This design comes from an exercise in tuning for small area on the open sky130 flow, not from production work. In this exercise RTL edits were held to simulation tests only and were not proved equivalent to the original. Power is estimated from default activity; no workload was simulated.

==> flow/design.v <==
`timescale 1ns/1ns
module bomber_top
(
	input  logic        clk,
	input  logic        rst,
	input  logic [11:0] paddr_i,
	input  logic        psel_i,
	input  logic        penable_i,
	input  logic        pwrite_i,
	input  logic [31:0] pwdata_i,
	output logic [31:0] prdata_o,
	output logic        pready_o,
	output logic        pslverr_o
);
	localparam logic [6:0] T_GRANT = 7'd96;   
	localparam logic [6:0] T_CAP   = 7'd32;   
	localparam logic [2:0] R_FAR  = 3'b000;
	localparam logic [2:0] R_NEAR = 3'b001;   
	localparam logic [2:0] R_UP   = 3'b100;   
	localparam logic [2:0] R_DOWN = 3'b101;
	localparam logic [2:0] R_LEFT = 3'b110;
	localparam logic [2:0] R_RGHT = 3'b111;
	function automatic logic [2:0] rel(input logic [3:0] er, input logic [3:0] ec,
		input logic row_odd, input logic col_odd);
		logic zr, zc, r1, c1, h, v;
		zr = (er == 4'd0);
		zc = (ec == 4'd0);
		r1 = (er == 4'd1) || (er == 4'd15);
		c1 = (ec == 4'd1) || (ec == 4'd15);
		h  = zr && !row_odd;    
		v  = zc && !col_odd;    
		rel[2] = (h && (ec == 4'd14 || ec == 4'd2)) || (v && (er == 4'd14 || er == 4'd2));
		rel[1] = h && (ec == 4'd14 || ec == 4'd2);
		rel[0] = (zr && zc) || (h && c1) || (v && r1) || (h && ec == 4'd2) || (v && er == 4'd2);
	endfunction
	function automatic logic [2:0] flip(input logic [2:0] c);
		flip = {c[2:1], c[0] ^ c[2]};
	endfunction
	function automatic logic dec(input logic [2:0] c, input logic [3:0] open);
		dec = (c == R_NEAR) || (c[2] && open[c[1:0]]);
	endfunction
	logic       cmd_v;
	logic       cmd_sel;
	logic [2:0] cmd_op;
	logic       breq;
	logic       bsel;
	logic [3:0] pr [2];
	logic [3:0] pc [2];
	logic       dead [2];
	logic [1:0] dcnt [2];
	logic [2:0] tm_hi [4];
	logic [3:0] tm_lo [4];
	logic [6:0] tm [4];
	always_comb for (int j = 0; j < 4; j++) tm[j] = {tm_hi[j], tm_lo[j]};
	logic [3:0] sr [4];
	logic [3:0] sc [4];
	logic       sbh [4];
	logic       sbu [4];
	logic       sbd [4];
	logic [2:0] pcode [2][4];    
	logic [2:0] ccode [4][4];    
	logic [8:0] box6;    
	logic [4:0] box5;    
	logic vis [4], live [4], idle [4], fuse [4], fexp [4], cap [4];
	logic [3:0] open [4];
	logic [8:0] rowhot [4];
	always_comb begin
		for (int j = 0; j < 4; j++) begin
			vis[j]  = (tm[j] >= 7'd16) && (tm[j] <= 7'd31);
			live[j] = (tm[j] >= 7'd18);
			idle[j] = (tm[j] <= 7'd16);
			fuse[j] = (tm[j] >= 7'd33);
			fexp[j] = (tm[j] == 7'd33);
			cap[j]  = (tm[j] == 7'd32);
			open[j] = {!(sbh[j] & !sc[j][1]), !(sbh[j] & sc[j][1]), !sbd[j], !sbu[j]};
			for (int r = 0; r < 9; r++)
				rowhot[j][r] = sr[j] == 4'(r);
		end
	end
	logic access, wr_cmd, in_map, addr_err;
	assign access   = psel_i & penable_i;
	assign wr_cmd   = access & pwrite_i & (paddr_i == 12'h000);
	assign pready_o = 1'b1;
	assign in_map   = paddr_i >= 12'h100 && paddr_i[1:0] == 2'b00 && paddr_i < 12'h2B0;
	always_comb begin
		case (paddr_i)
			12'h000: addr_err = !pwrite_i;
			12'h004, 12'h008, 12'h00C: addr_err = pwrite_i;
			default: addr_err = pwrite_i || !in_map;
		endcase
	end
	assign pslverr_o = addr_err;
	logic [3:0] rd_r, rd_c;
	always_comb begin
		rd_r = 'x;
		rd_c[1:0] = paddr_i[3:2];
		rd_c[3:2] = 'x;
		for (int w = 16; w < 43; w++)
			if (paddr_i[9:4] == 6'(w)) begin
				rd_r = 4'((w - 16) / 3);
				rd_c[3:2] = 2'((w - 16) % 3);
			end
	end
	logic [3:0] own_r, own_c, tg_r, tg_c, q_r, q_c;
	logic       at_edge, is_move;
	assign own_r = cmd_sel ? pr[1] : pr[0];
	assign own_c = cmd_sel ? pc[1] : pc[0];
	always_comb begin
		tg_r = own_r;
		tg_c = own_c;
		is_move = 1'b1;
		at_edge = 1'b0;
		case (cmd_op)
			3'd0: if (own_r == 4'd0) at_edge = 1'b1; else tg_r = own_r - 4'd1;
			3'd1: if (own_r == 4'd8) at_edge = 1'b1; else tg_r = own_r + 4'd1;
			3'd2: if (own_c == 4'd0) at_edge = 1'b1; else tg_c = own_c - 4'd1;
			3'd3: if (own_c == 4'd11) at_edge = 1'b1; else tg_c = own_c + 4'd1;
			default: is_move = 1'b0;
		endcase
	end
	assign q_r = cmd_v ? tg_r : rd_r;
	assign q_c = cmd_v ? tg_c : rd_c;
	logic [2:0] qcode [4];
	logic q_blast, q_bub, q_wall, q_box;
	always_comb begin
		q_blast = 1'b0;
		q_bub   = 1'b0;
		for (int j = 0; j < 4; j++) begin
			logic [3:0] er, ec;
			er = q_r - sr[j];
			ec = q_c - sc[j];
			qcode[j] = rel(er, ec, q_r[0], q_c[0]);
			q_blast  = q_blast | (vis[j] & dec(qcode[j], open[j]));
			q_bub    = q_bub | (live[j] & (er == 4'd0) & (ec == 4'd0));
		end
		q_wall = q_r[0] & q_c[0];
		q_box  = (q_c == 4'd6 && |(box6 & (9'd1 << q_r))) ||
		         (q_c == 4'd5 && !q_r[0] && |(box5 & (5'd1 << q_r[3:1])));
	end
	logic [2:0] q_cell;
	assign q_cell = q_blast ? 3'd4 : q_bub ? 3'd3 : q_wall ? 3'd1 : q_box ? 3'd2 : 3'd0;
	always_comb begin
		prdata_o = '0;
		if (paddr_i[9:8] == 2'b00) begin
			case (paddr_i[3:2])
				2'd1: prdata_o[1:0] = {dead[1], dead[0]};
				2'd2: begin prdata_o[3:0] = pc[0]; prdata_o[11:8] = pr[0]; end
				default: begin prdata_o[3:0] = pc[1]; prdata_o[11:8] = pr[1]; end
			endcase
		end else begin
			prdata_o[2:0] = q_cell;
		end
	end
	logic sel_dead, move_ok, drop_ok;
	logic moved [2];
	assign sel_dead = cmd_sel ? dead[1] : dead[0];
	assign move_ok  = is_move & !at_edge & (q_blast | (!q_bub & !q_wall & !q_box));
	assign drop_ok  = cmd_op == 3'd4 && !q_bub;
	assign moved[0] = cmd_v & !cmd_sel & !dead[0] & move_ok;
	assign moved[1] = cmd_v &  cmd_sel & !dead[1] & move_ok;
	always_ff @(posedge clk or posedge rst) begin
		if (rst) begin
			cmd_v <= 1'b0;
			breq  <= 1'b0;
		end else begin
			cmd_v <= wr_cmd;
			breq  <= cmd_v & !sel_dead & drop_ok;
		end
	end
	always_ff @(posedge clk) begin
		cmd_op  <= pwdata_i[2:0];
		cmd_sel <= pwdata_i[4];
		bsel    <= cmd_sel;
	end
	logic p_inb [2];
	always_comb begin
		for (int p = 0; p < 2; p++) begin
			p_inb[p] = 1'b0;
			for (int j = 0; j < 4; j++)
				p_inb[p] = p_inb[p] | (vis[j] & dec(pcode[p][j], open[j]));
		end
	end
	always_ff @(posedge clk or posedge rst) begin
		if (rst) begin
			pr[0] <= 4'd0;  pc[0] <= 4'd0;
			pr[1] <= 4'd8;  pc[1] <= 4'd11;
			dead[0] <= 1'b0;
			dead[1] <= 1'b0;
		end else begin
			for (int p = 0; p < 2; p++) begin
				if (moved[p]) begin
					pr[p] <= tg_r;
					pc[p] <= tg_c;
				end
				if (!dead[p] && p_inb[p] && dcnt[p] == 2'd3)
					dead[p] <= 1'b1;
			end
		end
	end
	always_ff @(posedge clk) begin
		for (int p = 0; p < 2; p++) begin
			if (!dead[p]) begin
				if (!p_inb[p])
					dcnt[p] <= 2'd0;
				else if (dcnt[p] != 2'd3)
					dcnt[p] <= dcnt[p] + 2'd1;
			end
		end
	end
	logic [2:0] ppcode;
	assign ppcode = rel(pr[1] - pr[0], pc[1] - pc[0], pr[1][0], pc[1][0]);
	logic grant [4];
	logic chain [4];
	always_comb begin
		grant[0] = breq & !bsel & idle[0];
		grant[1] = breq & !bsel & !idle[0] & idle[1];
		grant[2] = breq &  bsel & idle[2];
		grant[3] = breq &  bsel & !idle[2] & idle[3];
		for (int i = 0; i < 4; i++)
			chain[i] = 1'b0;
		for (int i = 0; i < 4; i++) begin
			for (int j = i + 1; j < 4; j++) begin
				chain[i] = chain[i] | (vis[j] & dec(ccode[i][j], open[j]));
				chain[j] = chain[j] | (vis[i] & dec(flip(ccode[i][j]), open[i]));
			end
		end
	end
	logic [6:0] tm_d [4];
	always_comb begin
		for (int j = 0; j < 4; j++) begin
			if (grant[j])
				tm_d[j] = T_GRANT;
			else if (fuse[j] && chain[j])
				tm_d[j] = T_CAP;
			else if (tm[j] != 7'd0)
				tm_d[j] = tm[j] - 7'd1;
			else
				tm_d[j] = tm[j];
		end
	end
	always_ff @(posedge clk or posedge rst) begin
		if (rst) begin
			for (int j = 0; j < 4; j++)
				tm_hi[j] <= 3'd0;
		end else begin
			for (int j = 0; j < 4; j++)
				tm_hi[j] <= tm_d[j][6:4];
		end
	end
	always_ff @(posedge clk) begin
		for (int j = 0; j < 4; j++)
			tm_lo[j] <= tm_d[j][3:0];
	end
	always_ff @(posedge clk) begin
		for (int j = 0; j < 4; j++) begin
			if (grant[j]) begin
				sr[j] <= bsel ? pr[1] : pr[0];
				sc[j] <= bsel ? pc[1] : pc[0];
			end
			if (!vis[j]) begin
				sbh[j] <= ((sc[j] == 4'd4 || sc[j] == 4'd6) && |(rowhot[j] & {box5[4], 1'b0, box5[3], 1'b0, box5[2], 1'b0, box5[1], 1'b0, box5[0]})) ||
				          ((sc[j] == 4'd5 || sc[j] == 4'd7) && |(rowhot[j] & box6));
				sbu[j] <= (sc[j] == 4'd6) && |(rowhot[j][8:1] & box6[7:0]);
				sbd[j] <= (sc[j] == 4'd6) && |(rowhot[j][7:0] & box6[8:1]);
			end
		end
		for (int p = 0; p < 2; p++)
			for (int j = 0; j < 4; j++) begin
				if (grant[j])
					pcode[p][j] <= (p == j / 2) ? R_NEAR : (p == 1) ? ppcode : flip(ppcode);
				else if (moved[p])
					pcode[p][j] <= qcode[j];
			end
		for (int i = 0; i < 4; i++)
			for (int j = i + 1; j < 4; j++) begin
				if (grant[i])
					ccode[i][j] <= pcode[i / 2][j];
				else if (grant[j])
					ccode[i][j] <= flip(pcode[j / 2][i]);
			end
	end
	logic [8:0] rhot [4];     
	logic       hit6 [4];     
	logic       hit5 [4];
	logic       on6 [4];      
	logic [8:0] clr6;
	logic [4:0] clr5;
	always_comb begin
		for (int j = 0; j < 4; j++) begin
			rhot[j] = vis[j] ? rowhot[j] : 9'd0;
			hit6[j] = sc[j] == 4'd5 || sc[j] == 4'd7 || sc[j] == 4'd8 || (sc[j] == 4'd4 && !sbh[j]);
			hit5[j] = sc[j] == 4'd3 || sc[j] == 4'd4 || sc[j] == 4'd6 || (sc[j] == 4'd7 && !sbh[j]);
			on6[j]  = sc[j] == 4'd6;
		end
		for (int r = 0; r < 9; r++) begin
			clr6[r] = 1'b0;
			for (int j = 0; j < 4; j++) begin
				if (r % 2 == 0)
					clr6[r] = clr6[r] | (rhot[j][r] & hit6[j]);
				if (r >= 1) clr6[r] = clr6[r] | (on6[j] & rhot[j][r - 1]);
				if (r <= 7) clr6[r] = clr6[r] | (on6[j] & rhot[j][r + 1]);
				if (r >= 2) clr6[r] = clr6[r] | (on6[j] & rhot[j][r - 2] & !sbd[j]);
				if (r <= 6) clr6[r] = clr6[r] | (on6[j] & rhot[j][r + 2] & !sbu[j]);
			end
		end
		for (int k = 0; k < 5; k++) begin
			clr5[k] = 1'b0;
			for (int j = 0; j < 4; j++)
				clr5[k] = clr5[k] | (rhot[j][2 * k] & hit5[j]);
		end
	end
	always_ff @(posedge clk or posedge rst) begin
		if (rst) begin
			box6 <= 9'h1ff;
			box5 <= 5'h1f;
		end else begin
			box6 <= box6 & ~clr6;
			box5 <= box5 & ~clr5;
		end
	end
endmodule
==> flow/flow/run.sh <==
#!/bin/bash
set -euo pipefail
here=$(pwd)
{
	head -n 1 synth_recipe.tcl
	cat <<EOT
proc extract_fa {args} { }
proc abc {args} {
  set i [lsearch \$args -script]
  if {\$i >= 0} { set args [lreplace \$args \$i [expr {\$i + 1}] -script $here/flow/area.abc] }
  yosys abc {*}\$args
}
EOT
	tail -n +2 synth_recipe.tcl
} > area_synth.tcl
sed "s#SYNTH_SCRIPT=[^ ]*#SYNTH_SCRIPT=$here/area_synth.tcl#" standard.sh > area_standard.sh
grep -q "SYNTH_SCRIPT=$here/area_synth.tcl" area_standard.sh
bash area_standard.sh > flow.log 2>&1
==> flow/flow/area.abc <==
strash
&get -n
&fraig -x
&put
scorr
dc2
strash
&get -n
&deepsyn -T 120
&put
strash
&get -n
&dch -f
&nf -R 1000 -p
&put
strash
&get -n
&dch -f
&nf -R 1000 -p
&put
strash
&get -n
&dch -f
&nf -R 1000 -p
&put
==> flow/standard.sh <==
#!/bin/bash
# synth_recipe.tcl (not shown) runs the flow's synth.tcl, then flattens the netlist and writes it again
# the make line also repeats each setting of config.mk as NAME=value (left out here)
make -C /OpenROAD-flow-scripts/flow DESIGN_CONFIG=/design/flow/config.mk WORK_HOME=/design/flow/orfs CLKGATE_MAP_FILE= SYNTH_SCRIPT=/design/flow/synth_recipe.tcl "${@:-finish}"
==> flow/config.mk <==
export PLATFORM = sky130hd
export DESIGN_NAME = bomber_top
export DESIGN_NICKNAME = bomber_top
export VERILOG_FILES = /design/flow/design.v
export SDC_FILE = /design/flow/constraint.sdc
export NUM_CORES = 8
export LEC_CHECK = 0
export ABC_AREA = 1
export CAP_MARGIN = 5
export CORE_MARGIN = 2
export CORE_UTILIZATION = 30
export CTS_BUF_LIST = sky130_fd_sc_hd__clkbuf_8
export SLEW_MARGIN = 5
==> flow/constraint.sdc <==
create_clock -name core_clock -period 12.0 [get_ports {clk}]
set_input_delay 2.4000 -clock core_clock [delete_from_list [all_inputs] [get_ports {clk}]]
set_output_delay 2.4000 -clock core_clock [all_outputs]
set_load 0.01 [all_outputs]
==> results of run 1 <==
==> cells in the mapped netlist (all sizes together), types with 8 or more instances <==
master / n
o22ai: 36
xor2: 25
o31ai: 16
or3: 11
xnor2: 35
a222oi: 10
nor2: 158
o221ai: 8
and2: 12
nand2b: 38
a21oi: 108
o21a: 9
dfrtp: 28
nand3: 38
nor4: 12
buf: 25
mux2i: 21
nand3b: 11
o21ai: 101
a31oi: 17
nor2b: 34
mux2: 25
a22oi: 20
edfxtp: 78
dfxtp: 33
dfstp: 18
a21o: 13
nand2: 197
nor3: 54
nand4: 10
clkinv: 24
or2: 16
==> cells in the final DEF, fill, tap and decap left out, types with 28 or more instances in the layout <==
cell	Yosys	final
nor2_1	158	158
edfxtp_1	78	78
nand3_1	38	38
xnor2_1	35	35
a21oi_1	108	108
nor3_1	54	53
dfrtp_1	28	28
o22ai_1	36	36
clkdlybuf4s50_1	0	29
nand2_1	197	197
dfxtp_1	33	33
o21ai_0	101	101
nor2b_1	34	34
nand2b_1	38	38
==> cell type report <==
class                           count  share of cell area
Tap cell                          461             0.04728
Timing Repair Buffer               42             0.03179
Clock buffer                       18             0.02031
Inverter                           24            0.007385
Multi-Input combinational cell   1149              0.5377
Antenna cell                        1           0.0002051
Clock inverter                     14             0.01292
Sequential cell                   157              0.3424
==> metal layers <==
metal  vias to the layer above  GRT usage  routed length [um]
met3                        82    0.03141                2685
met2                       476     0.3102               16850
met5                         -          0                   0
met1                      5215     0.2622               16370
li1                       5080          -                   -
met4                         0    0.06927                1168
==> logic make-up (layout without fill, tap and decap cells) <==
logic type,Yosys count,count (layout),synth area share
mux,46,46,0.04504
compound gates,402,402,0.2329
other cells,2,26,0.0006879
flops,157,157,0.3825
buf+inv,49,98,0.02544
xor+xnor,60,60,0.04813
simple gates,616,616,0.2653
==> power by group through the flow <==
stage          Sequential, mW  Combinational [mW]  Clock (mW)
2_1_floorplan           0.602              0.0991           0
3_3_place_gp            0.605               0.125           0
3_5_place_dp            0.606               0.128           0
4_1_cts                 0.594               0.129       0.432
5_1_grt                 0.597               0.145       0.453
6_report                0.594               0.128       0.427
==> critical path, delay by kind of cell <==
family | cells | cell delay [ps]
simple gates | 9 | 2190
compound gates | 6 | 2080
buf+inv | 2 | 1100
mux | 1 | 370
==> stage by stage <==
stage | power, mW | hold WS [ps]
floorplan | 0.7007 | 428.0
global placement | 0.7300 | 439.0
detailed placement | 0.7338 | 450.3
CTS | 1.155 | 470.6
global route | 1.195 | 492.4
finish | 1.149 | 469.7
==> state kept, by name (all words and copies together) (netlist names), 5 cells and up <==
signal and cells:
tm_lo 16, pcode 24, sr 16, sc 16
pc 8, ccode 18, box6 9, box5 5
pr 8, tm_hi 12
==> worst min-delay path by stage <==
stage / to / slack [ps] / cells after the start
after floorplan: tm_lo[0][0]$_SDFFE_PP0P_ / 430 / 1
after global placement: tm_lo[3][0]$_SDFFE_PP0N_ / 440 / 1
after detailed placement: tm_lo[3][0]$_SDFFE_PP0N_ / 450 / 1
after CTS: tm_lo[1][0]$_SDFFE_PP0P_ / 470 / 1
after global routing: tm_lo[3][0]$_SDFFE_PP0N_ / 490 / 1
final: tm_lo[0][0]$_SDFFE_PP0P_ / 470 / 1
==> summary.txt, run 1 <==
GRT Overall Usage 0.1931; Root Buffer clkbuf_8; synthesized flop and latch total 157; via count between 10000 and 15000; Netlist cell types 61; first-pass GRT wire length ~57000 um; Max Cap Viol 0; Reg power frac 0.517; io pins 83; switching share of power 0.2831; filler instances between 3000 and 4000; Worst Reg-to-Reg Cells 23; dpl ws between 1500 and 2000 ps; Max Buffers Root-to-Sink 2; RSZ-0062 raised after global routing no; row count 69; register area share after synthesis 0.3825; Chip Height between 150 and 200 um; Setup Skew between 20 and 25 ps; Mapped Cells between 1000 and 1500; clk latency of the worst-skew pair ~500 ps; ys async rst share 0.2930; Initial Util 0.3055; HP Start tm_lo[0][0]$_SDFFE_PP0P_; Post-Syn Area approximately 11000 um2; Remaining Overflow, GRT 0; final hold vios 0; EDFF count, synth 78; vias in the first global route between 9000 and 10000; final net count approximately 1400; register area 4177 um2; CTS Sinks between 150 and 200; post-route cell area about 12000 um2; Setup Buffers After CTS 0; Leak 4.330 nW; Fmax approximately 0.095 GHz; TNS Setup 0 ps; Slew Viols, Final 0; Critical Path RT roughly 9600 ps; First-pass DRT Iterations 5; slowest CP cell a211oi_1; min-delay worst type reg2reg; r2r startpoint cmd_sel$_DFF_P_; antenna-violating nets left 0; initial antenna violation count 1; CTS tree done; Final Non-Filler Cells approximately 1900; layout cells sized above 1 0.04630; crit path from paddr_i[7]; pwr dens about 94 nW/um2; H-tree levels 4; crit-path cells clkdlybuf4s50_1 -> or2_0 -> a21oi_1 -> nor2b_1 -> a22o_1 -> nand2b_1 -> a311oi_1 -> mux2_1 -> or2_0 -> or3_1 -> nor3b_1 -> a22oi_1 -> nor2_1 -> nor3_1 -> a211oi_1 -> nand3_1 -> o21ai_0 -> clkdlybuf4s50_1; Crit path arrival time 8130 ps; DP Area between 10000 and 15000 um2; critical path's largest stage delay about 630 ps; largest net degree at the start of global routing 47; area of the die approximately 38000 um2; final WL ~37000 um; DP HPWL between 20000 and 30000 um; reg2reg end pcode[5][0]$_DFFE_PP_; Die Wd a little under 200 um; measured slew at the worst slew-check pin between 1000 and 1500 ps; Vias per Instance 5.816; type of destination of the critical path output pin; post-cts resize count 0; start-to-end type of the worst setup path in2out; DRC Markers 0; Area contributors post-synth edfxtp_1, nand2_1, dfrtp_1; Top FF cell, synth edfxtp_1; CTS Hold Bufs 0; Comb pwr share 0.112; Syn Area/Cell 8.197 um2; Cells after DPL around 1800; Worst VDD drop roughly 0.063 mV; Synth area leader edfxtp_1; end point of the critical path prdata_o[0]; Final setup viols 0; initial DRC count around 1100; crit path max fanout 10; Worst setup SP type input pin; period utilization 0.8774; Area Growth Syn to Fin 11.74%; relative slew slack 0.2524; clock-pin slew on the worst setup and hold paths 90 ps; Period minus WS final about 11000 ps; status no timing/DRC/antenna violations; routed len/inst approximately 20 um; core area approximately 36000 um2; area of the multi-input gates approximately 6600 um2; internal power 0.8239 mW; Ys Warns 33; PortBufs 29; area fraction of the dominant cell type after synthesis 0.2145; PnR worst setup slack about 1500 ps; TritonCTS buffer count 17; Final GP Congestion 0.9934; FF-to-FF setup slack between 4000 and 5000 ps; Final Core Density 0.3413; NetSw about 0.33 mW; Clk pwr share 0.371
==> run 2: changes to the inputs <==
==> flow/flow/area.abc (replaced) <==
strash
&get -n
&fraig -x
&put
scorr
dc2
dretime
strash
&get -n
&dch -f
&nf -R 1000 -p
&put
strash
&get -n
&dch -f
&nf -R 1000 -p
&put
--- a/flow/config.mk
+++ b/flow/config.mk
@@ -10,4 +10,6 @@
 export CORE_MARGIN = 2
 export CORE_UTILIZATION = 30
-export CTS_BUF_LIST = sky130_fd_sc_hd__clkbuf_8
+export CTS_BUF_LIST = sky130_fd_sc_hd__clkbuf_16
+export CTS_CLUSTER_DIAMETER = 150
+export CTS_CLUSTER_SIZE = 40
 export SLEW_MARGIN = 5
==> summary.txt, run 2 <==
routed length on met1 17140 um (+4.7%); Setup Buffers After CTS 0 (unchanged); Slew Viols, Final 0 (unchanged); initial antenna violation count 0 (-1); Critical Path RT 9600 ps (about the same); status no timing/DRC/antenna violations; Worst setup SP type input pin; Post-Syn Area 11320 um2 (+3.7%); core area 37400 um2 (+4.6%); Area Growth Syn to Fin 13.63%; Syn Area/Cell 8.028 um2 (-2.1%); type of destination of the critical path output pin; DP HPWL 29460 um (+7.3%); routed len/inst 19.97 um (+0.52%); TNS Setup 0 ps (unchanged); Vias per Instance 5.807 (-0.15%); min-delay worst type reg2reg; vias in the first global route 10880 (+8.8%); Chip Height 198.2 um (+1.8%); initial DRC count 1306 (+23%); First-pass DRT Iterations 8 (+3); pwr dens 108.8 nW/um2 (+15%); CTS tree done; Mapped Cells 1410 (+5.9%); via count 11600 (+6.9%); final WL 39890 um (+7.6%); post-cts resize count 0 (unchanged); CTS Sinks 157 (unchanged); DRC Markers 0 (unchanged); GRT Overall Usage 0.2052 (+0.01215); largest register by flop count pcode; final net count 1522 (+5.7%); Initial Util 0.3027 (-0.002802); clk latency of the worst-skew pair 440 ps (-50 ps); final hold vios 0 (unchanged); dpl ws 1261 ps (-286.5 ps); cell with the most instances after synthesis nand2_1; Die Wd 198.2 um (+1.8%); io pins 83 (unchanged); Worst VDD drop 0.1041 mV (+66%); highest routed layer met4; antenna diode count 0 (-1); most frequent cells in the layout nand2_1, nor2_1, o21ai_0; met3 WL 3922 um (+46%); crit path max fanout 10 (unchanged); largest net degree at the start of global routing 47 (unchanged); row count 71 (+2.9%); Synth area leader edfxtp_1; Setup Skew 17.94 ps (-2.070 ps); Final GP Congestion 0.9485 (-4.5%); Fmax 0.09258 GHz (-2.5%); PortBufs 29 (unchanged); layout cells sized above 1 0.04576 (-0.0005359); commonest non-fill, non-tap cell in the layout nand2_1; H-tree levels 4 (unchanged); Final setup viols 0 (unchanged); CTS Hold Bufs 0 (unchanged); PnR worst setup slack 1198 ps (-273.7 ps); Top Registers pcode x24, ccode x18; Netlist cell types 61 (unchanged); area of the die 39300 um2 (+3.6%); ys async rst share 0.2930 (unchanged); max reg flops 24 (unchanged); Period minus WS final 10800 ps (+273.7 ps); RSZ-0062 raised after global routing no; Post-synth top cells nand2_1, nor2_1, o21ai_0, a21oi_1, edfxtp_1; period utilization 0.9002 (+0.02280); Leak 4.605 nW (+6.4%); start-to-end type of the worst setup path in2out; Root Buffer clkbuf_16; antenna-violating nets left 0 (unchanged); synthesized flop and latch total 157 (unchanged); Max Buffers Root-to-Sink 2 (unchanged); clock-pin slew on the worst setup and hold paths 60 ps (-30 ps); area fraction of the dominant cell type after synthesis 0.2069 (-0.007612); Crit path arrival time 8400 ps (+270 ps); register area share after synthesis 0.3690 (-0.01357); Ys Warns 33 (unchanged); EDFF count, synth 78 (unchanged); Final Core Density 0.3439 (+0.002601); TritonCTS buffer count 17 (unchanged); Max Cap Viol 0 (unchanged); Area contributors post-synth edfxtp_1, nand2_1, dfrtp_1; WL met2 17360 um (+3.0%); relative slew slack 0.2451 (-0.007318); Top FF cell, synth edfxtp_1; Remaining Overflow, GRT 0 (unchanged); first-pass GRT wire length 61580 um (+8.1%); measured slew at the worst slew-check pin 1122 ps (+28.90 ps)
run 2: cell count changes in the layout (fill, tap and decap cells not counted), moves of 12 or more:
cell and change:
nand2_1 +31, clkinv_1 +18, xnor2_1 +12, nor2b_1 -15, mux2_1 -14, clkbuf_16 +17
a22oi_1 +18, clkbuf_8 -18
run 2: final timing paths:
check / from / slack, ps / endpoint / depth (start not counted)
setup / recovery: paddr_i[6] / 1200 / prdata_o[0] / 22
hold / removal: tm_lo[3][3]$_SDFFE_PP0N_ / 470 / tm_lo[3][3]$_SDFFE_PP0N_ / 2
hold reg to reg: tm_lo[3][3]$_SDFFE_PP0N_ / 470 / tm_lo[3][3]$_SDFFE_PP0N_ / 2
max in group asynchronous: rst / 9020 / pr[0][3]$_DFFE_PP0P_ / 3
setup reg to reg: cmd_sel$_DFF_P_ / 4360 / pcode[2][1]$_DFFE_PP_ / 26
min in group asynchronous: rst / 2500 / tm_hi[0][0]$_DFFE_PP0P_ / 3
run 2: per-layer routing:
layer  GRT usage  vias up
met2      0.3127      670
met3     0.03611       87
met4     0.08911        0
li1            -     5372
met5           0        -
met1      0.2842     5468
run 2: stage by stage:
stage	power [mW]	instances	cell area, um2	hold slack [ps]
floorplan	0.7890	1433	11410	428.0
global placement	0.8531	1965	12280	443.2
detailed placement	0.8589	1965	12280	456.1
CTS	1.403	1997	12860	468.1
global route	1.460	1997	12860	497.5
finish	1.399	1997	12860	467.7
run 2: cell type report:
type	instances	area, um2
fill	3909	24540
multi-input combinational	1209	6884
sequential	157	4177
tap	511	639.4
clock buffer	17	425.4
timing repair buffer	46	417.9
clock inverter	15	161.4
inverter	42	157.7
run 2: worst max-delay path, cell delays in order:
cell and delay (ps):
clkdlybuf4s50_1 680, nor2_1 120, and2_0 230, nor2b_1 170, nor3b_1 260, a32o_1 550, nand2_1 200, nand2_1 110
o21ai_0 130, maj3_1 390, xnor2_1 170, nor3_1 210, nand2_1 120, or4_1 720, a311oi_1 330, a211o_1 150
o21ai_0 80, a211oi_1 270, buf_4 190, nand2_1 60, o22ai_1 250, clkdlybuf4s50_1 590
run 2: logic make-up (layout without fill, tap and decap cells):
group | count (synthesis) | after routing | synth area share
flip-flops | 157 | 157 | 0.3690
XOR/XNOR | 72 | 72 | 0.05571
AND/OR/NAND/NOR | 640 | 640 | 0.2628
buffers and inverters | 67 | 120 | 0.03051
adder cells (fa/ha/maj) | 9 | 9 | 0.007959
AO/OA/AOI/OAI | 435 | 435 | 0.2463
other | 2 | 25 | 0.0006635
multiplexers | 28 | 28 | 0.02708
run 2: power by group:
group	internal, mW	switching, mW	leakage [nW]	total (mW)
registers	0.599	0.0429	1.61	0.642
clock network	0.293	0.254	0.273	0.546
logic	0.0777	0.133	2.72	0.211
total	0.969	0.430	4.61	1.40
==> run 3: changes to the inputs <==
--- a/flow/flow/run.sh
+++ b/flow/flow/run.sh
@@ -14,5 +14,5 @@
 	tail -n +2 synth_recipe.tcl
 } > area_synth.tcl
-sed "s#SYNTH_SCRIPT=[^ ]*#SYNTH_SCRIPT=$here/area_synth.tcl#" standard.sh > area_standard.sh
+sed "s#SYNTH_SCRIPT=[^ ]*#SYNTH_SCRIPT=$here/area_synth.tcl SKIP_REPAIR_TIE_FANOUT=1#" standard.sh > area_standard.sh
 grep -q "SYNTH_SCRIPT=$here/area_synth.tcl" area_standard.sh
 bash area_standard.sh > flow.log 2>&1
==> flow/flow/area.abc (replaced) <==
strash
&get -n
&fraig -x
&put
scorr
dc2
strash
&get -n
&deepsyn -T 120
&put
strash
&get -n
&dch -f
&nf -R 1000 -p
&put
strash
&get -n
&dch -f
&nf -R 1000 -p
&put
strash
&get -n
&dch -f
&nf -R 1000 -p
&put
--- a/flow/config.mk
+++ b/flow/config.mk
@@ -10,6 +10,4 @@
 export CORE_MARGIN = 2
 export CORE_UTILIZATION = 30
-export CTS_BUF_LIST = sky130_fd_sc_hd__clkbuf_16
-export CTS_CLUSTER_DIAMETER = 150
-export CTS_CLUSTER_SIZE = 40
+export CTS_BUF_LIST = sky130_fd_sc_hd__clkbuf_8
 export SLEW_MARGIN = 5
==> summary.txt, run 3 <==
crit path max fanout 10 (unchanged); Final GP Congestion 0.9454 (-0.33%); Root Buffer clkbuf_8; Leak 4.282 nW (-7.0%); FF-to-FF setup slack 4780 ps (+420 ps); Worst VDD drop 0.06956 mV (-33%); worst hold stages 1 (-1); r2r startpoint cmd_sel$_DFF_P_; Hold Slack 467.3 ps (-0.4110 ps); PortBufs 29 (unchanged); Initial Util 0.3055 (+0.002802); Syn Area/Cell 8.197 um2 (+2.1%); DRC Markers 0 (unchanged); Post-Syn Area 10920 um2 (-3.5%); max reg flops 24 (unchanged); post-cts resize count 0 (unchanged); area of the die 37940 um2 (-3.5%); pwr dens 96.31 nW/um2 (-11%); Top Registers pcode x24, ccode x18; crit-path cells clkdlybuf4s50_1 -> nor3b_1 -> a21oi_1 -> nor2b_1 -> a21oi_1 -> a32oi_1 -> and4_1 -> o21ai_0 -> mux2_1 -> or2_0 -> or3_1 -> nor3b_1 -> a22oi_1 -> nor2_1 -> nor3_1 -> a211oi_1 -> nand3_1 -> o21ai_0 -> clkdlybuf4s50_1; vias in the first global route 10150 (-6.7%); slowest CP cell a32oi_1; measured slew at the worst slew-check pin 1190 ps (+67.52 ps); Netlist cell types 61 (unchanged); status no timing/DRC/antenna violations; Worst Reg-to-Reg Cells 26 (unchanged); Setup Skew 20.06 ps (+2.118 ps); Top FF cell, synth edfxtp_1; Fmax 0.09487 GHz (+2.5%); Die Wd 194.8 um (-1.8%); EDFF count, synth 78 (unchanged); routed len/inst 20.23 um (+1.3%); RSZ-0062 raised after global routing no; cell with the most instances after synthesis nand2_1; synthesized flop and latch total 157 (unchanged); CTS Sinks 157 (unchanged); type of destination of the critical path output pin; H-tree levels 4 (unchanged); critical path's largest stage delay 980 ps (+260 ps); register area share after synthesis 0.3825 (+0.01357); TNS Setup 0 ps (unchanged); Post-synth top cells nand2_1, nor2_1, a21oi_1, o21ai_0, edfxtp_1; Period minus WS final 10540 ps (-260.8 ps); antenna-violating nets left 0 (unchanged); filler instances 3763 (-3.7%); largest net degree at the start of global routing 47 (unchanged); start-to-end type of the worst setup path in2out; layout cells sized above 1 0.05054 (+0.004781); Final Non-Filler Cells 1846 (-7.6%); clock-pin slew on the worst setup and hold paths 90 ps (+30 ps); Chip Height 194.8 um (-1.8%); Max Cap Viol 0 (unchanged); final WL 37340 um (-6.4%); Mapped Cells 1332 (-5.5%); final net count 1421 (-6.6%); CP delay by family, top compound AO/OA/AOI/OAI gates; io pins 83 (unchanged); CP bufs+invs 2 (-1); Area Growth Syn to Fin 11.46%; relative slew slack 0.2070 (-0.03812); Area contributors post-synth edfxtp_1, nand2_1, dfrtp_1; Cells after DPL 1814 (-7.7%); area fraction of the dominant cell type after synthesis 0.2145 (+0.007612); ys async rst share 0.2930 (unchanged); Final Core Density 0.3405 (-0.003441); CTS Hold Bufs 0 (unchanged); Ys Warns 33 (unchanged); Max Buffers Root-to-Sink 2 (unchanged); via count 10800 (-6.9%); row count 69 (-2.8%); final hold vios 0 (unchanged); Remaining Overflow, GRT 0 (unchanged); CTS tree done; Hold EP tm_lo[1][0]$_SDFFE_PP0P_; period utilization 0.8784 (-0.02174); Crit path arrival time 8140 ps (-260 ps); TritonCTS buffer count 17 (unchanged); DP HPWL 27740 um (-5.8%); first-pass GRT wire length 58000 um (-5.8%); core area 35740 um2 (-4.4%); clk latency of the worst-skew pair 480 ps (+40 ps); commonest non-fill, non-tap cell in the layout nand2_1; reg2reg end pcode[1][0]$_SDFFE_PP1P_; antenna diode count 0 (unchanged); largest register by flop count pcode; Pwr Total 1.172 mW (-16%); initial DRC count 1110 (-15%); GRT Overall Usage 0.1955 (-0.009674); First-pass DRT Iterations 5 (-3); Setup Buffers After CTS 0 (unchanged); HP Start tm_lo[1][0]$_SDFFE_PP0P_; most frequent cells in the layout nand2_1, nor2_1, a21oi_1; Critical Path RT 9600 ps (about the same); Worst setup SP type input pin; Vias per Instance 5.852 (+0.76%); Synth area leader edfxtp_1; Final setup viols 0 (unchanged); initial antenna violation count 1 (+1); min-delay worst type reg2reg; Slew Viols, Final 0 (unchanged)
==> run 3: metal layers <==
metal	wire [um]	GRT usage
met5	0	0
met4	986	0.06870
met3	2633	0.03418
met2	17200	0.3159
met1	16520	0.2631
==> run 3: layout make-up <==
class	count	area, um2	share of cell area
repair buffers	46	417.9	0.03434
multi-input cells	1126	6474	0.5320
well taps	461	576.8	0.04740
inverters	24	90.09	0.007403
clock buffers	17	234.0	0.01923
flip-flops and latches	157	4177	0.3432
clock inverters	15	200.2	0.01645
==> run 3: report_power, final <==
group | total, mW | switching (mW) | internal (mW)
clock network | 0.448 | 0.234 | 0.214
registers | 0.595 | 0.0170 | 0.578
logic | 0.129 | 0.0772 | 0.0521
total | 1.17 | 0.328 | 0.844
==> run 3: how the worst max path moves through the flow <==
stage                     startpoint           to  slack, ps  cells after the start
after CTS                 paddr_i[9]  prdata_o[0]       1530                     19
after global placement    paddr_i[7]  prdata_o[0]       1580                     18
after global routing      paddr_i[9]  prdata_o[0]        940                     20
after floorplan           paddr_i[8]  prdata_o[0]       3360                     19
final                     paddr_i[6]  prdata_o[0]       1460                     19
after detailed placement  paddr_i[9]  prdata_o[0]       1570                     19
==> run 3: metrics by stage <==
| step | cell area (um2) | worst slack (ps) |
|---|---|---|
| finish | 12170 | 1459 |
| global route | 12170 | 938.3 |
| CTS | 12170 | 1535 |
| detailed placement | 11740 | 1566 |
| global placement | 11740 | 1579 |
| floorplan | 10920 | 3361 |
==> run 3: worst reg2reg max path, cell delays in order (launching register included) <==
cell	delay, ps
dfxtp_1	750
mux2_1	450
or4_1	430
mux2_1	330
a21oi_1	180
mux2i_1	320
nand2_1	80
o21ai_0	120
buf_4	230
xor2_1	240
xor2_1	220
o21ai_0	100
mux2_1	300
or2_0	240
or3_1	330
nor3b_1	470
a22oi_1	170
nor2_1	120
nor3_1	80
a211oi_1	640
o21ai_0	230
o2111ai_1	240
nor3_2	150
buf_4	260
nand2b_1	210
nor2_1	130
a31oi_1	50
==> run 3: cells by family after synthesis <==
group                  Yosys count  share of synthesized area
XOR/XNOR                        60                    0.04813
flip-flops                     157                     0.3825
AO/OA/AOI/OAI                  402                     0.2329
other                            2                  0.0006879
multiplexers                    46                    0.04504
AND/OR/NAND/NOR                616                     0.2653
buffers and inverters           49                    0.02544
==> run 4: changes to the inputs <==
--- a/flow/flow/run.sh
+++ b/flow/flow/run.sh
@@ -14,5 +14,7 @@
 	tail -n +2 synth_recipe.tcl
 } > area_synth.tcl
-sed "s#SYNTH_SCRIPT=[^ ]*#SYNTH_SCRIPT=$here/area_synth.tcl SKIP_REPAIR_TIE_FANOUT=1#" standard.sh > area_standard.sh
+sed "s#SYNTH_SCRIPT=[^ ]*#SYNTH_SCRIPT=$here/area_synth.tcl#" standard.sh > area_standard.sh
 grep -q "SYNTH_SCRIPT=$here/area_synth.tcl" area_standard.sh
+export BUFFER_PORTS_ARGS="-buffer_cell sky130_fd_sc_hd__buf_1"
+export CTS_ARGS="-sink_clustering_enable -repair_clock_nets -buf_list sky130_fd_sc_hd__clkbuf_8 -dont_use_dummy_load"
 bash area_standard.sh > flow.log 2>&1
==> summary.txt, run 4 <==
Setup Buffers After CTS 0 (unchanged); Area Growth Syn to Fin 8.549%; crit-path cells buf_1 -> or2_0 -> a21oi_1 -> nor2b_1 -> a22o_1 -> clkinv_1 -> nor2_1 -> a21oi_1 -> a21oi_1 -> a31oi_1 -> nor3_1 -> nand2_1 -> nor3_1 -> nor2_1 -> nor3_1 -> a21o_1 -> o22ai_1 -> a211oi_1 -> nand3_1 -> o21ai_0 -> buf_1; cell with the most instances after synthesis nand2_1; Cells after DPL 1834 (+1.1%); Top FF cell, synth edfxtp_1; H-tree levels 4 (unchanged); Chip Height 194.8 um (unchanged); clock-pin slew on the worst setup and hold paths 70 ps (-20 ps); final WL 36960 um (-1.0%); dpl ws 2264 ps (+698.3 ps); antenna-violating nets left 0 (unchanged); most frequent cells in the layout nand2_1, nor2_1, a21oi_1; Post-synth top cells nand2_1, nor2_1, a21oi_1, o21ai_0, edfxtp_1; row count 69 (unchanged); Period minus WS final 9819 ps (-721.8 ps); EDFF count, synth 78 (unchanged); max reg flops 24 (unchanged); Worst Reg-to-Reg Cells 24 (-7.7%); crit path from paddr_i[7]; start-to-end type of the worst setup path in2out; Worst VDD drop 0.04769 mV (-31%); first-pass GRT wire length 56990 um (-1.7%); Slew Viols, Final 0 (unchanged); final net count 1441 (+1.4%); FF-to-FF setup slack 4830 ps (+50 ps); TNS Setup 0 ps (unchanged); First-pass DRT Iterations 6 (+1); Top Registers pcode x24, ccode x18; period utilization 0.8183 (-0.06015); ys async rst share 0.2930 (unchanged); filler instances 3805 (+1.1%); CTS Hold Bufs 0 (unchanged); PortBufs 29 (unchanged); Vias per Instance 5.801 (-0.86%); type of destination of the critical path output pin; TritonCTS buffer count 17 (unchanged); crit path max fanout 10 (unchanged); largest net degree at the start of global routing 47 (unchanged); Netlist cell types 61 (unchanged); io pins 83 (unchanged); PnR worst setup slack 2181 ps (+721.8 ps); CTS Sinks 157 (unchanged); via count 10740 (-0.59%); Final Non-Filler Cells 1851 (+0.27%); vias in the first global route 10110 (-0.31%); register area share after synthesis 0.3825 (unchanged); slowest CP cell a211oi_1; Initial Util 0.3055 (unchanged); Critical Path RT 9600 ps (about the same); Final GP Congestion 1.001 (+5.8%); layout cells sized above 1 0.03741 (-0.01313); Max Buffers Root-to-Sink 2 (unchanged); Die Wd 194.8 um (unchanged); Crit path arrival time 7420 ps (-720 ps); pwr dens 86.10 nW/um2 (-11%); DRC Markers 0 (unchanged); Ys Warns 33 (unchanged); final hold vios 0 (unchanged); initial antenna violation count 0 (-1); r2r startpoint cmd_sel$_DFF_P_; critical path's largest stage delay 690 ps (-290 ps); reg2reg end pcode[2][0]$_DFFE_PP_; CTS tree done; commonest non-fill, non-tap cell in the layout nand2_1; status no timing/DRC/antenna violations; routed len/inst 19.97 um (-1.3%); relative slew slack 0.3912 (+0.1842); initial DRC count 995 (-10%); min-delay worst type reg2reg; Leak 4.169 nW (-2.6%); CP bufs+invs 3 (+1); Final setup viols 0 (unchanged); Worst path depth 21 (+2); area of the die 37940 um2 (unchanged); area fraction of the dominant cell type after synthesis 0.2145 (unchanged); Syn Area/Cell 8.197 um2 (unchanged); core area 35740 um2 (unchanged); Final Core Density 0.3316 (-0.008892); post-cts resize count 0 (unchanged); RSZ-0062 raised after global routing no; Max Cap Viol 0 (unchanged); Synth area leader edfxtp_1; Remaining Overflow, GRT 0 (unchanged); Worst setup SP type input pin; measured slew at the worst slew-check pin 890.2 ps (-299.4 ps); Mapped Cells 1332 (unchanged); Fmax 0.1018 GHz (+7.4%); synthesized flop and latch total 157 (unchanged); antenna diode count 0 (unchanged); CP delay by family, top compound AO/OA/AOI/OAI gates; GRT Overall Usage 0.1927 (-0.002875); Post-Syn Area 10920 um2 (unchanged); Root Buffer clkbuf_8; end point of the critical path prdata_o[0]; DP HPWL 27920 um (+0.66%); Area contributors post-synth edfxtp_1, nand2_1, dfrtp_1; largest register by flop count pcode; clk latency of the worst-skew pair 500 ps (+20 ps); Setup Skew 52.75 ps (+32.69 ps)
-- run 4: worst register-to-register path, delay by kind of cell, from the launching register on --
family / cells / cell delay, ps
and+or+nand+nor: 9 / 2050
AOI/OAI and AO/OA: 7 / 1690
muxes: 4 / 1400
DFF: 1 / 760
buffers and inverters: 2 / 490
xor gates and xnor gates: 2 / 470
-- run 4: worst min path at each step --
stage | cells past startpoint | end | startpoint | slack (ps)
2_1_floorplan | 1 | tm_lo[0][0]$_SDFFE_PP0P_ | tm_lo[0][0]$_SDFFE_PP0P_ | 430
3_3_place_gp | 1 | tm_lo[3][0]$_SDFFE_PP0N_ | tm_lo[3][0]$_SDFFE_PP0N_ | 440
3_5_place_dp | 1 | tm_lo[1][0]$_SDFFE_PP0P_ | tm_lo[1][0]$_SDFFE_PP0P_ | 450
4_1_cts | 1 | tm_lo[0][0]$_SDFFE_PP0P_ | tm_lo[0][0]$_SDFFE_PP0P_ | 470
5_1_grt | 1 | tm_lo[2][0]$_SDFFE_PP0P_ | tm_lo[2][0]$_SDFFE_PP0P_ | 500
6_report | 1 | tm_lo[2][0]$_SDFFE_PP0P_ | tm_lo[2][0]$_SDFFE_PP0P_ | 470
-- run 4: cell type report --
cell class,count,area (um2),share of cell area
multi-input combinational,1149,6560,0.5535
sequential,157,4177,0.3524
inverter,24,90.09,0.007601
timing repair buffer,43,214.0,0.01805
tap,461,576.8,0.04867
clock buffer,17,234.0,0.01974
-- run 4: per-stage QoR --
step | total power [mW] | area (um2) | hold WS (ps)
after floorplan | 0.7007 | 11000 | 428.0
after global placement | 0.7248 | 11620 | 441.3
after detailed placement | 0.7292 | 11620 | 454.0
after CTS | 1.027 | 11850 | 471.9
after global routing | 1.064 | 11850 | 504.4
final | 1.020 | 11850 | 469.3
-- run 4: kinds of logic (layout without fill, tap and decap cells) --
logic type,after synthesis,count (layout),share of synthesized area
multiplexers,46,46,0.04504
XOR/XNOR,60,60,0.04813
AND/OR/NAND/NOR,616,616,0.2653
buffers and inverters,49,84,0.02544
other,2,25,0.0006879
AO/OA/AOI/OAI,402,402,0.2329
flip-flops,157,157,0.3825
-- run 4: power by group --
part	leakage, nW	switching (mW)	total (mW)	internal (mW)
clock	0.122	0.177	0.302	0.125
sequential	1.54	0.0173	0.595	0.578
combinational	2.50	0.0765	0.123	0.0467
-- run 4: metal layers --
layer,track usage,up-vias,routed length (um)
met5,0,-,0
met3,0.03071,79,2616
met1,0.2554,5115,16380
li1,-,5057,-
met4,0.08256,0,1280
met2,0.3114,487,16680
==> run 5: changes to the inputs <==
--- a/flow/design.v
+++ b/flow/design.v
@@ -44,5 +44,4 @@
 	logic [2:0] cmd_op;
 	logic       breq;
-	logic       bsel;
 	logic [3:0] pr [2];
 	logic [3:0] pc [2];
@@ -169,7 +168,7 @@
 	end
 	always_ff @(posedge clk) begin
-		cmd_op  <= pwdata_i[2:0];
-		cmd_sel <= pwdata_i[4];
-		bsel    <= cmd_sel;
+		cmd_op <= pwdata_i[2:0];
+		if (wr_cmd)
+			cmd_sel <= pwdata_i[4];
 	end
 	logic p_inb [2];
@@ -213,8 +212,8 @@
 	logic chain [4];
 	always_comb begin
-		grant[0] = breq & !bsel & idle[0];
-		grant[1] = breq & !bsel & !idle[0] & idle[1];
-		grant[2] = breq &  bsel & idle[2];
-		grant[3] = breq &  bsel & !idle[2] & idle[3];
+		grant[0] = breq & !cmd_sel & idle[0];
+		grant[1] = breq & !cmd_sel & !idle[0] & idle[1];
+		grant[2] = breq &  cmd_sel & idle[2];
+		grant[3] = breq &  cmd_sel & !idle[2] & idle[3];
 		for (int i = 0; i < 4; i++)
 			chain[i] = 1'b0;
@@ -255,6 +254,6 @@
 		for (int j = 0; j < 4; j++) begin
 			if (grant[j]) begin
-				sr[j] <= bsel ? pr[1] : pr[0];
-				sc[j] <= bsel ? pc[1] : pc[0];
+				sr[j] <= cmd_sel ? pr[1] : pr[0];
+				sc[j] <= cmd_sel ? pc[1] : pc[0];
 			end
 			if (!vis[j]) begin
--- a/flow/config.mk
+++ b/flow/config.mk
@@ -11,3 +11,4 @@
 export CORE_UTILIZATION = 30
 export CTS_BUF_LIST = sky130_fd_sc_hd__clkbuf_8
+export GPL_TIMING_DRIVEN = 0
 export SLEW_MARGIN = 5
==> summary.txt, run 5 <==
status no timing/DRC/antenna violations; Remaining Overflow, GRT 0 (unchanged); crit path max fanout 12 (+2); routed len/inst 20.06 um (+0.46%); antenna-violating nets left 0 (unchanged); Vias per Instance 5.815 (+0.24%); Area contributors post-synth edfxtp_1, dfrtp_1, nand2_1; min-delay worst type reg2reg; row count 69 (unchanged); measured slew at the worst slew-check pin 1165 ps (+274.5 ps); initial DRC count 1047 (+5.2%); commonest non-fill, non-tap cell in the layout nand2_1; type of destination of the critical path output pin; Worst setup SP type input pin; most frequent cells in the layout nand2_1, nor2_1, a21oi_1; filler instances 3791 (-0.37%); pwr dens 99.18 nW/um2 (+15%); first-pass GRT wire length 57840 um (+1.5%); CP bufs+invs 2 (-1); H-tree levels 4 (unchanged); Netlist cell types 64 (+4.9%); Fmax 0.1025 GHz (+0.61%); io pins 83 (unchanged); First-pass DRT Iterations 6 (unchanged); period utilization 0.8134 (-0.004926); slowest CP cell a21oi_1; antenna diode count 0 (unchanged); core area 35570 um2 (-0.48%); PortBufs 29 (unchanged); area fraction of the dominant cell type after synthesis 0.2190 (+0.004508); Final Core Density 0.3357 (+0.004142); start-to-end type of the worst setup path in2out; EDFF count, synth 79 (+1.3%); largest net degree at the start of global routing 39 (-17%); Hold Slack 439.7 ps (-29.68 ps); largest register by flop count pcode; Top Registers pcode x24, ccode x18; cell with the most instances after synthesis nand2_1; Post-synth top cells nand2_1, nor2_1, a21oi_1, o21ai_0, edfxtp_1; Crit path arrival time 7360 ps (-60 ps); register area share after synthesis 0.3847 (+0.002169); final net count 1456 (+1.0%); Setup Buffers After CTS 0 (unchanged); Die Wd 194.0 um (-0.39%); clock-pin slew on the worst setup and hold paths 100 ps (+30 ps); Max Cap Viol 0 (unchanged); synthesized flop and latch total 156 (-0.64%); relative slew slack 0.2169 (-0.1743); ys async rst share 0.2949 (+0.001878); DP HPWL 27970 um (+0.18%); TNS Setup 0 ps (unchanged); Chip Height 194.0 um (-0.39%); Synth area leader edfxtp_1; post-cts resize count 0 (unchanged); DRC Markers 0 (unchanged); via count 10850 (+1.1%); Worst VDD drop 0.06611 mV (+39%); final hold vios 0 (unchanged); clk latency of the worst-skew pair 470 ps (-30 ps); final WL 37430 um (+1.3%); Initial Util 0.3045 (-0.0009795); crit path from paddr_i[8]; Area Growth Syn to Fin 10.26%; Final setup viols 0 (unchanged); CP delay by family, top simple AND/OR/NAND/NOR gates; Setup Skew 32.15 ps (-20.60 ps); Syn Area/Cell 8.149 um2 (-0.58%); layout cells sized above 1 0.05267 (+0.01526); CTS Hold Bufs 0 (unchanged); crit-path cells buf_1 -> nand2b_1 -> nor2_1 -> o22a_1 -> nor3_1 -> a21o_1 -> nand2b_1 -> a21oi_1 -> a21oi_1 -> xnor2_1 -> nor4b_1 -> nand2_1 -> nor4bb_1 -> a21oi_1 -> mux2i_1 -> nor2_1 -> or3_1 -> nor2_1 -> nand2_1 -> o22ai_1 -> buf_1; Leak 4.208 nW (+0.94%); Root Buffer clkbuf_8; Slew Viols, Final 0 (unchanged); Post-Syn Area 10830 um2 (-0.80%); Top FF cell, synth edfxtp_1; critical path's largest stage delay 890 ps (+200 ps); TritonCTS buffer count 17 (unchanged); CTS tree done; vias in the first global route 10190 (+0.71%); Critical Path RT 9600 ps (about the same); CTS Sinks 156 (-0.64%); Period minus WS final 9760 ps (-59.11 ps); Mapped Cells 1329 (-0.23%); Final GP Congestion 0.9481 (-5.2%); Ys Warns 33 (unchanged); area of the die 37640 um2 (-0.78%); initial antenna violation count 2 (+2); HP Start tm_lo[3][0]$_SDFFE_PP0P_; max reg flops 24 (unchanged); Max Buffers Root-to-Sink 2 (unchanged); GRT Overall Usage 0.1965 (+0.003806); RSZ-0062 raised after global routing no; r2r startpoint cmd_sel$_DFFE_PP_
-- run 5: cell types whose count changed after synthesis, moves of 9 or more --
cell / delta
clkinv_1: +15
o21ai_0: -10
a21oi_1: +18
mux2i_1: -9
mux2_1: -13
nor2_1: +10
nand2_1: -21
-- run 5: final timing paths --
check | slack [ps] | endpoint | cells after the start
max | 2240 | prdata_o[0] | 21
min | 440 | tm_lo[3][0]$_SDFFE_PP0P_ | 1
max reg2reg | 4190 | pcode[2][2]$_DFFE_PP_ | 23
min reg2reg | 440 | tm_lo[3][0]$_SDFFE_PP0P_ | 1
max in group asynchronous | 9550 | box5[0]$_DFF_PP1_ | 3
min in group asynchronous | 1830 | tm_hi[2][1]$_DFFE_PP0P_ | 2
-- run 5: area by class of cell --
cell class,instances,area (um2),share of cell area
multi-input combinational,1132,6444,0.5396
clock buffer,17,234.0,0.01959
timing repair buffer,36,185.2,0.01551
tap,461,576.8,0.04830
sequential,156,4167,0.3489
inverter,39,147.6,0.01236
buffer,25,187.7,0.01572
-- run 5: cell families (layout without fill, tap and decap cells) --
| kind of cell | Yosys count | in the layout | synth area share |
|---|---|---|---|
| compound gates | 425 | 425 | 0.2500 |
| xor+xnor | 55 | 55 | 0.04448 |
| buf+inv | 64 | 117 | 0.03085 |
| flops | 156 | 156 | 0.3847 |
| mux | 25 | 25 | 0.02565 |
| other cells | 2 | 25 | 0.0006934 |
| simple gates | 602 | 602 | 0.2636 |
-- run 5: power by group --
group	leakage, nW	switching [mW]	internal, mW
Combinational	2.54	0.134	0.0766
Clock	0.122	0.185	0.125
Sequential	1.55	0.0610	0.603
-- run 5: metal layers --
layer	track usage	up-vias	wire length (um)
met1	0.2621	5132	16070
met2	0.3064	533	16800
met5	0	-	12
met3	0.03705	88	2993
met4	0.09400	2	1556
li1	-	5096	-
-- run 5: through the flow --
step	total power [mW]	std cells	worst slack, ps	area [um2]
finish	1.184	1866	2240	11940
CTS	1.189	1866	2273	11940
global route	1.244	1866	1771	11940
floorplan	0.7994	1352	3156	10920
global placement	0.8698	1842	1075	11600
detailed placement	0.8807	1849	2313	11700
==> run 6: changes to the inputs <==
--- a/flow/config.mk
+++ b/flow/config.mk
@@ -11,4 +11,3 @@
 export CORE_UTILIZATION = 30
 export CTS_BUF_LIST = sky130_fd_sc_hd__clkbuf_8
-export GPL_TIMING_DRIVEN = 0
 export SLEW_MARGIN = 5
==> summary.txt, run 6 <==
Leak 4.071 nW (-3.3%); CTS Sinks 156 (unchanged); dpl ws 2189 ps (-124.3 ps); largest register by flop count pcode; Worst setup SP type input pin; most frequent cells in the layout nand2_1, nor2_1, o21ai_0; initial DRC count 1114 (+6.4%); area of the die 37330 um2 (-0.83%); Worst VDD drop 0.08619 mV (+30%); area fraction of the dominant cell type after synthesis 0.2209 (+0.001863); Fmax 0.1013 GHz (-1.1%); Hold Slack 432.6 ps (-7.088 ps); TritonCTS buffer count 17 (unchanged); Top Registers pcode x24, ccode x18; vias in the first global route 10070 (-1.1%); period utilization 0.8224 (+0.009031); post-cts resize count 0 (unchanged); post-route cell area 11620 um2 (-2.7%); DRC Markers 0 (unchanged); final WL 36210 um (-3.3%); max reg flops 24 (unchanged); synthesized flop and latch total 156 (unchanged); final net count 1428 (-1.9%); antenna diode count 0 (unchanged); type of destination of the critical path output pin; worst hold stages 1 (unchanged); RSZ-0062 raised after global routing no; First-pass DRT Iterations 6 (unchanged); Final Non-Filler Cells 1838 (-1.5%); pwr dens 104.6 nW/um2 (+5.5%); Final setup viols 0 (unchanged); NetSw 0.3974 mW (+4.7%); min-delay worst type reg2reg; Comb pwr share 0.191 (+0.013); Mapped Cells 1325 (-0.30%); switching share of power 0.3269 (+0.006378); register area share after synthesis 0.3880 (+0.003272); Max Cap Viol 0 (unchanged); Chip Height 193.2 um (-0.41%); crit path max fanout 6 (-6); Worst Reg-to-Reg Cells 20 (-13%); EDFF count, synth 79 (unchanged); Max Buffers Root-to-Sink 2 (unchanged); largest net degree at the start of global routing 47 (+21%); DP HPWL 27180 um (-2.9%); relative slew slack 0.3639 (+0.1470); Final GP Congestion 0.9653 (+1.8%); internal power 0.8183 mW (+1.7%); Cells after DPL 1821 (-1.5%); Post-Syn Area 10740 um2 (-0.84%); io pins 83 (unchanged); Slew Viols, Final 0 (unchanged); status no timing/DRC/antenna violations; Remaining Overflow, GRT 0 (unchanged); routed len/inst 19.70 um (-1.8%); TNS Setup 0 ps (unchanged); initial antenna violation count 0 (-2); cell with the most instances after synthesis nand2_1; core area 35400 um2 (-0.49%); Area contributors post-synth edfxtp_1, nand2_1, dfrtp_1; Initial Util 0.3034 (-0.001095); Crit path arrival time 7470 ps (+110 ps); via count 10690 (-1.5%); Reg power frac 0.561 (about the same); PortBufs 29 (unchanged); Setup Buffers After CTS 0 (unchanged); GRT Overall Usage 0.1905 (-0.005987); clock-pin slew on the worst setup and hold paths 50 ps (-50 ps); DP Area 11380 um2 (-2.7%); final hold vios 0 (unchanged); row count 69 (unchanged); Root Buffer clkbuf_8; Vias per Instance 5.817 (about the same); clk latency of the worst-skew pair 490 ps (+20 ps); Synth area leader edfxtp_1; Critical Path RT 9600 ps (about the same); first-pass GRT wire length 55900 um (-3.4%); layout cells sized above 1 0.03268 (-0.01999); Netlist cell types 61 (-4.7%); Die Wd 193.2 um (-0.41%); CTS Hold Bufs 0 (unchanged); start-to-end type of the worst setup path in2out; antenna-violating nets left 0 (unchanged); Period minus WS final 9869 ps (+108.4 ps); Setup Skew 38.82 ps (+6.666 ps); Clk pwr share 0.248 (-0.014); Post-synth top cells nand2_1, nor2_1, o21ai_0, a21oi_1, edfxtp_1; commonest non-fill, non-tap cell in the layout nand2_1; PnR worst setup slack 2131 ps (-108.4 ps); CTS tree done; Ys Warns 33 (unchanged); H-tree levels 4 (unchanged); Syn Area/Cell 8.105 um2 (-0.54%); measured slew at the worst slew-check pin 954.2 ps (-210.5 ps); Top FF cell, synth edfxtp_1; ys async rst share 0.2949 (unchanged); Area Growth Syn to Fin 8.179%
## run 6: path summary, 6_finish.rpt
kind	from	endpoint	slack, ps
max in group asynchronous	rst	pr[0][1]$_DFFE_PP0P_	9420
worst min-delay path	tm_lo[3][0]$_SDFFE_PP0P_	tm_lo[3][0]$_SDFFE_PP0P_	430
worst max register to register	cmd_sel$_DFFE_PP_	pcode[3][1]$_DFFE_PP_	4310
min in group asynchronous	rst	tm_hi[1][1]$_DFFE_PP0P_	2090
worst min register to register	tm_lo[3][0]$_SDFFE_PP0P_	tm_lo[3][0]$_SDFFE_PP0P_	430
worst max-delay path	paddr_i[8]	prdata_o[1]	2130
## run 6: power groups by stage
| stage | logic (mW) | clock network, mW | registers (mW) |
|---|---|---|---|
| floorplan | 0.173 | 0 | 0.663 |
| global placement | 0.223 | 0 | 0.689 |
| detailed placement | 0.229 | 0 | 0.692 |
| CTS | 0.231 | 0.308 | 0.681 |
| global route | 0.263 | 0.329 | 0.689 |
| finish | 0.232 | 0.301 | 0.682 |
## run 6: logic make-up after synthesis
group           count (synthesis)  share of synthesized area
compound gates                419                     0.2460
xor+xnor                       54                    0.04404
buf+inv                        56                    0.02831
flops                         156                     0.3880
mux                            31                    0.03169
other cells                     2                  0.0006993
simple gates                  607                     0.2613
## run 6: metal layers
layer	part of all wire	track usage
met1	0.42	0.2499
met2	0.46	0.3021
met3	0.076	0.03225
met4	0.044	0.09754
met5	0	0
## run 6: through the flow
step / power [mW] / utilization
after floorplan: 0.8359 / -
after global placement: 0.9128 / 0.3216
after detailed placement: 0.9217 / 0.3216
after CTS: 1.220 / 0.3282
after global routing: 1.281 / 0.3282
final: 1.216 / 0.3282
## run 6: critical path, stage by stage
cell      delay, ps
buf_1           210
nor2b_1         130
nor2b_1         160
o21ai_0         350
a21oi_1         170
mux2i_1         160
nor2_1           50
a21oi_1         670
xor2_1          270
a21oi_1          70
a21o_1          170
o21ai_0         150
nand3_1         110
or4b_1          590
o21ai_0         150
o21ai_0         130
nor3b_1         230
a211oi_1         80
or4_1           640
nor2_1          220
nand2_1          80
o21ai_0          90
buf_1           170
## run 6: area by class of cell
type                    count  area [um2]
fillers                  3744       23780
multi-input cells        1136        6355
flip-flops and latches    156        4167
well taps                 461       576.8
clock buffers              17       234.0
repair buffers             37       168.9
inverters                  31       116.4
==> run 7: changes to the inputs <==
--- a/flow/flow/run.sh
+++ b/flow/flow/run.sh
@@ -17,4 +17,4 @@
 grep -q "SYNTH_SCRIPT=$here/area_synth.tcl" area_standard.sh
 export BUFFER_PORTS_ARGS="-buffer_cell sky130_fd_sc_hd__buf_1"
-export CTS_ARGS="-sink_clustering_enable -repair_clock_nets -buf_list sky130_fd_sc_hd__clkbuf_8 -dont_use_dummy_load"
+export CTS_ARGS="-repair_clock_nets -buf_list sky130_fd_sc_hd__clkbuf_8 -dont_use_dummy_load"
 bash area_standard.sh > flow.log 2>&1
==> summary.txt, run 7 <==
First-pass DRT Iterations 6 (unchanged); TritonCTS buffer count 17 (unchanged); type of destination of the critical path output pin; Top FF cell, synth edfxtp_1; NetSw 0.2551 mW (-36%); routed len/inst 20.36 um (+3.3%); Pwr Total 0.9904 mW (-19%); period utilization 0.7931 (-0.02925); status no timing/DRC/antenna violations; internal power 0.7353 mW (-10%); Worst path depth 19 (-17%); crit-path cells buf_1 -> nand2b_1 -> o22a_1 -> o21ai_0 -> o21a_1 -> nand2_1 -> o21ai_0 -> xor2_1 -> a21o_1 -> nor4_1 -> a21oi_1 -> o21ai_0 -> a21oi_1 -> or3_1 -> a21o_1 -> nor2_1 -> nand2_1 -> o21ai_0 -> buf_1; Vias per Instance 5.881 (+1.1%); largest net degree at the start of global routing 47 (unchanged); clock-pin slew on the worst setup and hold paths 60 ps (about the same); row count 69 (unchanged); critical path's largest stage delay 890 ps (+220 ps); GRT Overall Usage 0.1965 (+0.005999); synthesized flop and latch total 156 (unchanged); initial DRC count 1220 (+9.5%); Leak 4.137 nW (+1.6%); switching share of power 0.2576 (-0.06928); Post-synth top cells nand2_1, nor2_1, a21oi_1, o21ai_0, edfxtp_1; Worst setup SP type input pin; Post-Syn Area 10820 um2 (+0.79%); cell with the most instances after synthesis nand2_1; Critical Path RT 9600 ps (about the same); Worst VDD drop 0.05313 mV (-38%); Reg power frac 0.589 (+0.028); H-tree levels 4 (unchanged); crit path max fanout 6 (unchanged); via count 10860 (+1.5%); layout cells sized above 1 0.03466 (+0.001977); pwr dens 84.50 nW/um2 (-19%); Slew Viols, Final 0 (unchanged); post-route cell area 11720 um2 (+0.88%); Period minus WS final 9518 ps (-351.0 ps); first-pass GRT wire length 57800 um (+3.4%); Setup Buffers After CTS 0 (unchanged); antenna-violating nets left 0 (unchanged); core area 35570 um2 (+0.49%); Die Wd 194.0 um (+0.39%); Top Registers pcode x24, ccode x18; final net count 1436 (+0.56%); relative slew slack 0.2247 (-0.1391); clk latency of the worst-skew pair 480 ps (about the same); initial antenna violation count 0 (unchanged); min-delay worst type reg2reg; DP HPWL 27920 um (+2.7%); CTS tree done; TNS Setup 0 ps (unchanged); CP bufs+invs 2 (unchanged); Final Non-Filler Cells 1846 (+0.44%); Setup Skew 32.20 ps (-6.619 ps); measured slew at the worst slew-check pin 1151 ps (+196.5 ps); Fmax 0.1051 GHz (+3.7%); Final setup viols 0 (unchanged); Ys Warns 33 (unchanged); Mapped Cells 1332 (+0.53%); worst hold stages 1 (unchanged); Clk pwr share 0.307 (+0.059); CTS Hold Bufs 0 (unchanged); max reg flops 24 (unchanged); crit-path most repeated cell o21ai_0; largest register by flop count pcode; io pins 83 (unchanged); post-cts resize count 0 (unchanged); Remaining Overflow, GRT 0 (unchanged); Max Buffers Root-to-Sink 2 (unchanged); slowest CP cell o21ai_0; register area share after synthesis 0.3849 (-0.003050); Max Cap Viol 0 (unchanged); Synth area leader edfxtp_1; RSZ-0062 raised after global routing no; Final GP Congestion 0.9256 (-4.1%); Comb pwr share 0.104 (-0.087); most frequent cells in the layout nand2_1, nor2_1, a21oi_1; Chip Height 194.0 um (+0.39%); Root Buffer clkbuf_8; Worst Reg-to-Reg Cells 21 (+5.0%); Area Growth Syn to Fin 8.277% (about the same); area of the die 37620 um2 (+0.78%); CTS Sinks 156 (unchanged); final hold vios 0 (unchanged); Cells after DPL 1829 (+0.44%); vias in the first global route 10060 (-0.11%); commonest non-fill, non-tap cell in the layout nand2_1; Crit path arrival time 7120 ps (-350 ps); FF-to-FF setup slack 4540 ps (+230 ps); Netlist cell types 63 (+3.3%); DRC Markers 0 (unchanged); area fraction of the dominant cell type after synthesis 0.2192 (-0.001736); Initial Util 0.3043 (+0.0009192); DP Area 11490 um2 (+0.90%); EDFF count, synth 79 (unchanged); start-to-end type of the worst setup path in2out; ys async rst share 0.2949 (unchanged); final WL 37580 um (+3.8%); antenna diode count 0 (unchanged); PortBufs 29 (unchanged); Area contributors post-synth edfxtp_1, nand2_1, dfrtp_1; Syn Area/Cell 8.126 um2 (+0.26%); CP delay by family, top compound AO/OA/AOI/OAI gates
[run 7: area by class of cell]
type | count | area (um2)
fill | 3776 | 23850
multi-input combinational | 1138 | 6431
sequential | 156 | 4167
tap | 461 | 576.8
clock buffer | 17 | 234.0
timing repair buffer | 38 | 176.4
inverter | 36 | 135.1
[run 7: final timing paths]
kind                                     startpoint                        to
max in group asynchronous                       rst      pr[1][2]$_DFFE_PP0P_
hold reg to reg            tm_lo[3][0]$_SDFFE_PP0P_  tm_lo[3][0]$_SDFFE_PP0P_
setup / recovery                         paddr_i[9]               prdata_o[1]
min in group asynchronous                       rst   tm_hi[3][1]$_DFFE_PP0P_
setup reg to reg                  cmd_sel$_DFFE_PP_     pcode[2][1]$_DFFE_PP_
hold / removal             tm_lo[3][0]$_SDFFE_PP0P_  tm_lo[3][0]$_SDFFE_PP0P_
[run 7: layer usage]
layer  share of wire  track usage  wire (um)  up-vias
met5               0            0          0        -
met4           0.034      0.07828       1274        0
met3           0.082      0.03392       3068       89
met2            0.46       0.3161      17190      530
met1            0.43       0.2624      16060     5204
li1                -            -          -     5033
[run 7: cell families (layout without fill, tap and decap cells)]
family,after synthesis,after routing,synth area share
simple gates,612,612,0.2686
compound gates,421,421,0.2456
flops,156,156,0.3849
buf+inv,61,91,0.02982
xor+xnor,57,57,0.04612
mux,23,23,0.02416
other cells,2,25,0.0006938
[run 7: through the flow]
stage,hold WS [ps],worst slack (ps),util
2_1_floorplan,407.6,2864,-
3_3_place_gp,414.9,2586,0.3229
3_5_place_dp,426.6,2514,0.3229
4_1_cts,435.4,2499,0.3295
5_1_grt,474.5,2188,0.3295
6_report,437.6,2482,0.3295
[run 7: power groups by stage]
| stage | registers [mW] | clock network [mW] | logic (mW) |
|---|---|---|---|
| after global routing | 0.586 | 0.328 | 0.117 |
| after floorplan | 0.592 | 0 | 0.0835 |
| after CTS | 0.584 | 0.310 | 0.103 |
| final | 0.584 | 0.304 | 0.103 |
| after detailed placement | 0.595 | 0 | 0.102 |
| after global placement | 0.594 | 0 | 0.0995 |

-- afterwards: timing with drivers on the ports --
In the flow no input, the clock included, has a driving cell. The finished layouts below were timed again as built, in two steps.
Step 1, drivers: a clkbuf_16 drives clk and a buf_2 each remaining input, both assumed.
Step 2, shift: input delay + t, output delay - t, t = (earliest + latest rising clock arrival at the registers) / 2. This alone moves slack from input paths to output paths.
Slacks: ideal / step 1 / step 2; pairs: ideal / step 1.
run	shift t [ns]	slack for setup (ns)
run 1	0.522	1.472 / 1.445 / 1.445
run 2	0.484	1.198 / 1.173 / 1.173
run 3	0.510	1.459 / 1.434 / 1.434
run 4	0.516	2.181 / 2.160 / 2.160
run 5	0.504	2.240 / 2.220 / 2.220
run 6	0.508	2.131 / 2.111 / 2.111
run 7	0.506	2.482 / 2.460 / 2.460
After both steps every run listed still meets setup and hold.
